This is an optimization exercise on Yosys and OpenROAD, whose aim is small area and a short achievable clock period, not a production implementation. Only simulation tests tie the RTL to the original design; equivalence was not proved. Power is estimated from default activity; no workload was simulated.

### design/flow/run.sh
#!/bin/bash
# synth_recipe.tcl (not shown) runs the flow's synth.tcl, then flattens the netlist and writes it again
# the make line also repeats each setting of config.mk as NAME=value (left out here)
make -C /OpenROAD-flow-scripts/flow DESIGN_CONFIG=/design/flow/config.mk WORK_HOME=/design/flow/orfs CLKGATE_MAP_FILE= SYNTH_SCRIPT=/design/flow/synth_recipe.tcl finish
### design/flow/config.mk
export PLATFORM = sky130hd
export DESIGN_NAME = reg_file_sb
export DESIGN_NICKNAME = reg_file_sb
export VERILOG_FILES = /design/flow/design.v
export SDC_FILE = /design/flow/constraint.sdc
export NUM_CORES = 4
export LEC_CHECK = 0
export CAP_MARGIN = 20
export CORE_MARGIN = 2
export CORE_UTILIZATION = 40
export SLEW_MARGIN = 20
### design/flow/constraint.sdc
create_clock -name core_clock -period 26.0 [get_ports {clk}]
set_input_delay 5.2000 -clock core_clock [delete_from_list [all_inputs] [get_ports {clk}]]
set_output_delay 5.2000 -clock core_clock [all_outputs]
set_load 0.01 [all_outputs]
### design/flow/design.v
package rf_pkg;
    localparam int XLEN_DEF  = 32;
    localparam int NREGS_DEF = 32;
    localparam int AW_DEF    = $clog2(NREGS_DEF);
    localparam int REG_ZERO  = 0;
    localparam int POP_MAX   = 1024;
    typedef logic [AW_DEF-1:0]   reg_addr_t;
    typedef logic [XLEN_DEF-1:0] xword_t;
    function automatic int unsigned popcount(input logic [POP_MAX-1:0] vec,
                                             input int unsigned width);
        int unsigned cnt;
        cnt = 0;
        for (int unsigned i = 0; i < POP_MAX; i++) begin
            if (i < width && vec[i]) begin
                cnt = cnt + 1;
            end
        end
        popcount = cnt;
    endfunction
endpackage
module rf_scoreboard
#(
    parameter int NREGS = rf_pkg::NREGS_DEF,
    parameter int AW    = $clog2(NREGS)
) (
    input  logic             clk,
    input  logic             rst_n,
    input  logic             wr_en,
    input  logic [AW-1:0]    wr_addr,
    input  logic             iss_en,
    input  logic [AW-1:0]    iss_rd,
    input  logic             flush,
    output logic             iss_stall,
    output logic [NREGS-1:0] busy,
    output logic [AW:0]      busy_cnt
);
    logic             wr_live;
    logic             iss_live;
    logic             iss_hit;
    logic             iss_accept;
    logic [NREGS-1:0] busy_d;
    logic [AW:0]      cnt_d;
    assign wr_live  = wr_en  && (wr_addr != AW'(rf_pkg::REG_ZERO));
    assign iss_live = iss_en && (iss_rd  != AW'(rf_pkg::REG_ZERO));
    assign iss_hit  = wr_en && (wr_addr == iss_rd);
    assign iss_stall  = iss_live && busy[iss_rd] && !iss_hit && !flush;
    assign iss_accept = iss_live && !iss_stall;
    always_comb begin
        busy_d = busy;
        if (flush) begin
            busy_d = '0;
        end
        if (wr_live) begin
            busy_d[wr_addr] = 1'b0;
        end
        if (iss_accept) begin
            busy_d[iss_rd] = 1'b1;
        end
        busy_d[rf_pkg::REG_ZERO] = 1'b0;
    end
    assign cnt_d = (AW+1)'(rf_pkg::popcount(rf_pkg::POP_MAX'(busy_d), NREGS));
    always_ff @(posedge clk or negedge rst_n) begin
        if (!rst_n) begin
            busy     <= '0;
            busy_cnt <= '0;
        end else begin
            busy     <= busy_d;
            busy_cnt <= cnt_d;
        end
    end
endmodule
module reg_file_sb
#(
    parameter int               XLEN    = rf_pkg::XLEN_DEF,
    parameter int               NREGS   = rf_pkg::NREGS_DEF,
    parameter int               NRD     = 2,
    parameter int               SP_IDX  = 2,
    parameter logic [XLEN-1:0]  SP_INIT = XLEN'('h200),
    parameter bit               BYPASS  = 1'b1,
    localparam int              AW      = $clog2(NREGS)
) (
    input  logic                clk,
    input  logic                rst_n,
    input  logic [NRD*AW-1:0]   rd_addr,
    output logic [NRD*XLEN-1:0] rd_data,
    output logic [NRD-1:0]      rd_busy,
    input  logic                wr_en,
    input  logic [AW-1:0]       wr_addr,
    input  logic [XLEN-1:0]     wr_data,
    input  logic                iss_en,
    input  logic [AW-1:0]       iss_rd,
    output logic                iss_stall,
    input  logic                flush,
    output logic [AW:0]         busy_cnt
);
    logic [XLEN-1:0]  regs [NREGS];
    logic [NREGS-1:0] busy;
    always_ff @(posedge clk or negedge rst_n) begin
        if (!rst_n) begin
            for (int i = 0; i < NREGS; i++) begin
                regs[i] <= (i == SP_IDX) ? SP_INIT : '0;
            end
        end else if (wr_en && wr_addr != AW'(rf_pkg::REG_ZERO)) begin
            regs[wr_addr] <= wr_data;
        end
    end
    rf_scoreboard #(
        .NREGS (NREGS),
        .AW    (AW)
    ) u_scoreboard (
        .clk       (clk),
        .rst_n     (rst_n),
        .wr_en     (wr_en),
        .wr_addr   (wr_addr),
        .iss_en    (iss_en),
        .iss_rd    (iss_rd),
        .flush     (flush),
        .iss_stall (iss_stall),
        .busy      (busy),
        .busy_cnt  (busy_cnt)
    );
    for (genvar k = 0; k < NRD; k++) begin : g_rd
        logic [AW-1:0] addr;
        logic          fwd;
        assign addr = rd_addr[k*AW +: AW];
        assign fwd  = BYPASS && wr_en && (wr_addr == addr)
                      && (addr != AW'(rf_pkg::REG_ZERO));
        assign rd_data[k*XLEN +: XLEN] =
            (addr == AW'(rf_pkg::REG_ZERO)) ? '0      :
            fwd                     ? wr_data : regs[addr];
        assign rd_busy[k] = busy[addr] && !fwd;
    end
endmodule
==> summary.txt <==
CP required=26650 ps; combinational family with the most area after synthesis=multiplexers; Via-to-Cell Ratio=7.32; Worst-path clk slew=60 ps; H-tree levels=3; Syn Inst Count=4951; Final Cycle Share=92.0%; Synth Register Bits=1029; Clock Power Share=36.5%; cell mode on critical path=ha_1; vias=49900; # hold bufs at CTS=0; max incr delay on CP=950 ps; RSZ-0062 raised after global routing=false; fmax=41.8 MHz; I/O pin cnt=130; initial DRC count=8554; WS Path Type=in2reg; syn nets=5048; Syn Area/Cell=11.4 um^2; Initial Util=40.3%; status=no timing/DRC/antenna violations; Final Wtd Congestion=0.972; Synth cell types=94; clk latency of the worst-skew pair=720 ps; synthesized area=56300 um^2; clock root buffer=clkbuf_16; initial antenna violation count=12; Post-CTS Setup Bufs=0; share of layout cells above drive strength 1=30.2%; Setup Skew=9.71 ps; simple-gate share of the synthesized area=7.62%; Finished Layout Cells=6827; final setup violation count=0; Placed Cells=6611; Worst slew margin=13.1%; # clock sinks=1029; ANT nets after route=0; row count=137; worst hold stages=1; CTS buffer count=111; Die Footprint=144000 um^2; largest net degree at the start of global routing=161; final hold viol count=0; setup_tns=0 ps; Chip Width=379 um; yosys warns=3; CP startpoint kind=input port; synthesis-to-layout area growth=13.1%; clock buffer depth=3; wire length per cell=38.5 um; CTS tree=yes; Post-CTS Resized=0; Psw=1.39 mW; Tightest Pin Transition=1300 ps; Seq/Total Area, Yosys=45.8%; min-delay worst type=reg2reg; XOR/XNOR Fraction of Synth Area=3.12%; sequential share of power=46.3%; switch share=29.5%; endpoint type of the worst setup path=flip-flop; combinational fraction of design power=17.2%; Pre-antenna DRT Iters=10; PortBufs=129; post-layout min period=23920 ps; Total Wirelength=263 mm; slowest CP cell=clkdlybuf4s50_1; vias in the first global route=47400; Overall Global Routing Usage=35.8%; DRC Markers=0; number of synthesized flops with an enable pin=0; chip height=379 um; grt total ovfl=0; Max Cap Viol=0; Compound-Gate Fraction of Synth Area=17.9%; Max VDD drop=57.1 uV; leak pwr=26.8 nW; core area=140000 um^2; mux contribution to synthesized area=21.2%; Synth async-reset ratio=100%; power per cell area=74.1 nW/um^2; CP arrival=24570 ps; Max Slew Vio Count=0; first-pass GRT wire length=366 mm; Post-synth top flop=dfrtp_1; Final nets=4949; crit-path max FO=18; adder-cell share of the synthesized area=0.907%; Worst R2R Path Depth=88; Internal=3.33 mW; HPWL Detailed=139 mm
synth_stat cells (40+ instances only):
cell type     n  share of area (%)
clkbuf_1    360                2.4
ha_1         40               0.89
a22oi_1     589                7.9
nor3_1       52               0.46
nor4_1       54               0.60
dfrtp_1    1028                 46
buf_1        87               0.58
a222oi_1     64                1.1
inv_1        49               0.33
a22o_1      122                1.9
xor2_1       56               0.87
nand4_1     149                1.7
a21oi_1     115                1.0
nand3_1     132                1.2
nor2_1      207                1.4
nand2_1     122               0.81
a221oi_1    186                2.9
o21ai_0     102               0.91
mux2_2      999                 20
xnor2_1      81                1.3
final cells by class:
type	count	area [um^2]
Clock inverter	45	696
Antenna cell	7	17.5
Timing Repair Buffer	249	2160
Sequential cell	1029	25800
Fill cell	12800	75900
Inverter	57	214
Tap cell	1876	2350
Multi-Input combinational cell	3404	29200
Clock buffer	160	3230
state kept, by name, indices dropped and copies added (netlist names):
signal	cells
u_scoreboard.busy_cnt	6
regs	992
u_scoreboard.busy	31
per-stage QoR:
stage,hold WS (ps),setup slack (ps),util (%),area [um^2],total power [mW]
2_1_floorplan,491,3930,-,56300,2.65
4_1_cts,520,2090,45.6,63600,4.69
5_1_grt,532,384,45.6,63600,4.88
3_3_place_gp,500,1690,42.8,59700,2.96
3_5_place_dp,507,1380,42.8,59700,2.99
6_report,521,2080,45.6,63700,4.72
metal layers:
| layer | global-route usage [%] | up-vias | wire length, um | share of wire [%] |
|---|---|---|---|---|
| li1 | - | 19100 | - | - |
| met1 | 45.4 | 25100 | 96600 | 37 |
| met2 | 51.9 | 4355 | 109000 | 42 |
| met3 | 13.7 | 1329 | 36800 | 14 |
| met4 | 20.9 | 16 | 20300 | 7.7 |
| met5 | 0.377 | - | 152 | 0.058 |
path summary, 6_finish.rpt:
| kind | slack, ps | to | start |
|---|---|---|---|
| hold / removal | 520 | regs[1][26] | regs[1][26] |
| setup reg to reg | 7600 | u_scoreboard.busy_cnt[4] | u_scoreboard.busy[26] |
| hold reg to reg | 520 | regs[1][26] | regs[1][26] |
| max in group asynchronous | 18480 | regs[15][28] | rst_n |
| setup / recovery | 2080 | u_scoreboard.busy_cnt[4] | iss_rd[0] |
| min in group asynchronous | 4450 | regs[15][7] | rst_n |
power groups by stage:
stage | clock, mW | sequential [mW] | combinational [mW]
floorplan | 0 | 2.10 | 0.549
finish | 1.72 | 2.18 | 0.812
CTS | 1.72 | 2.16 | 0.803
detailed placement | 0 | 2.19 | 0.801
global placement | 0 | 2.18 | 0.780
global route | 1.79 | 2.21 | 0.872
cell families (layout without fill, tap and decap cells):
group / Yosys count / in the layout
buf+inv: 518 / 511
mux: 1036 / 1036
other cells: 0 / 7
compound gates: 1326 / 1326
flops: 1029 / 1029
xor+xnor: 163 / 163
simple gates: 838 / 838
fa+ha+maj: 41 / 41
worst max-delay path, delay by kind of cell:
kind	cells	cell delay (ps)
buf+inv	4	1450
fa+ha+maj	19	5610
compound gates	23	4480
mux	7	1730
xor+xnor	13	2320
simple gates	26	3810
layout by cell type, fill, tap and decap left out, drive strengths merged, types with 56 or more instances in the layout:
master         instances
mux2                1000
a222oi                64
xor2                  60
clkdlybuf4s50        109
xnor2                 89
nor2                 207
a21oi                115
o21ai                104
nand2                122
a221oi               186
nand3                132
dfrtp               1028
buf                  140
a22o                 122
a22oi                589
nand4                150
clkbuf               160
inv                   56

## re-timing with driven ports
No port has a modelled driver above. Below, the same layout with a new extraction and two added sets of constraints. Step 1 assumes that a clkbuf_16 drives the clock port and a buf_2 every other input. Step 2 also shifts input and output timing later by t, the mid clock arrival at the registers, as if the neighbouring blocks saw the same clock. Slacks: ideal / step 1 / step 2; pairs: ideal / step 1.
shift t [ns]: 0.814
setup slack, ns: 2.076 / 2.129 / 1.315
clock arrival spread, ns: 0.045 / 0.044
After both steps this run still meets setup and hold. For this run, drivers alone change the setup slack by +0.053 ns; drivers and shift together by -0.761 ns.
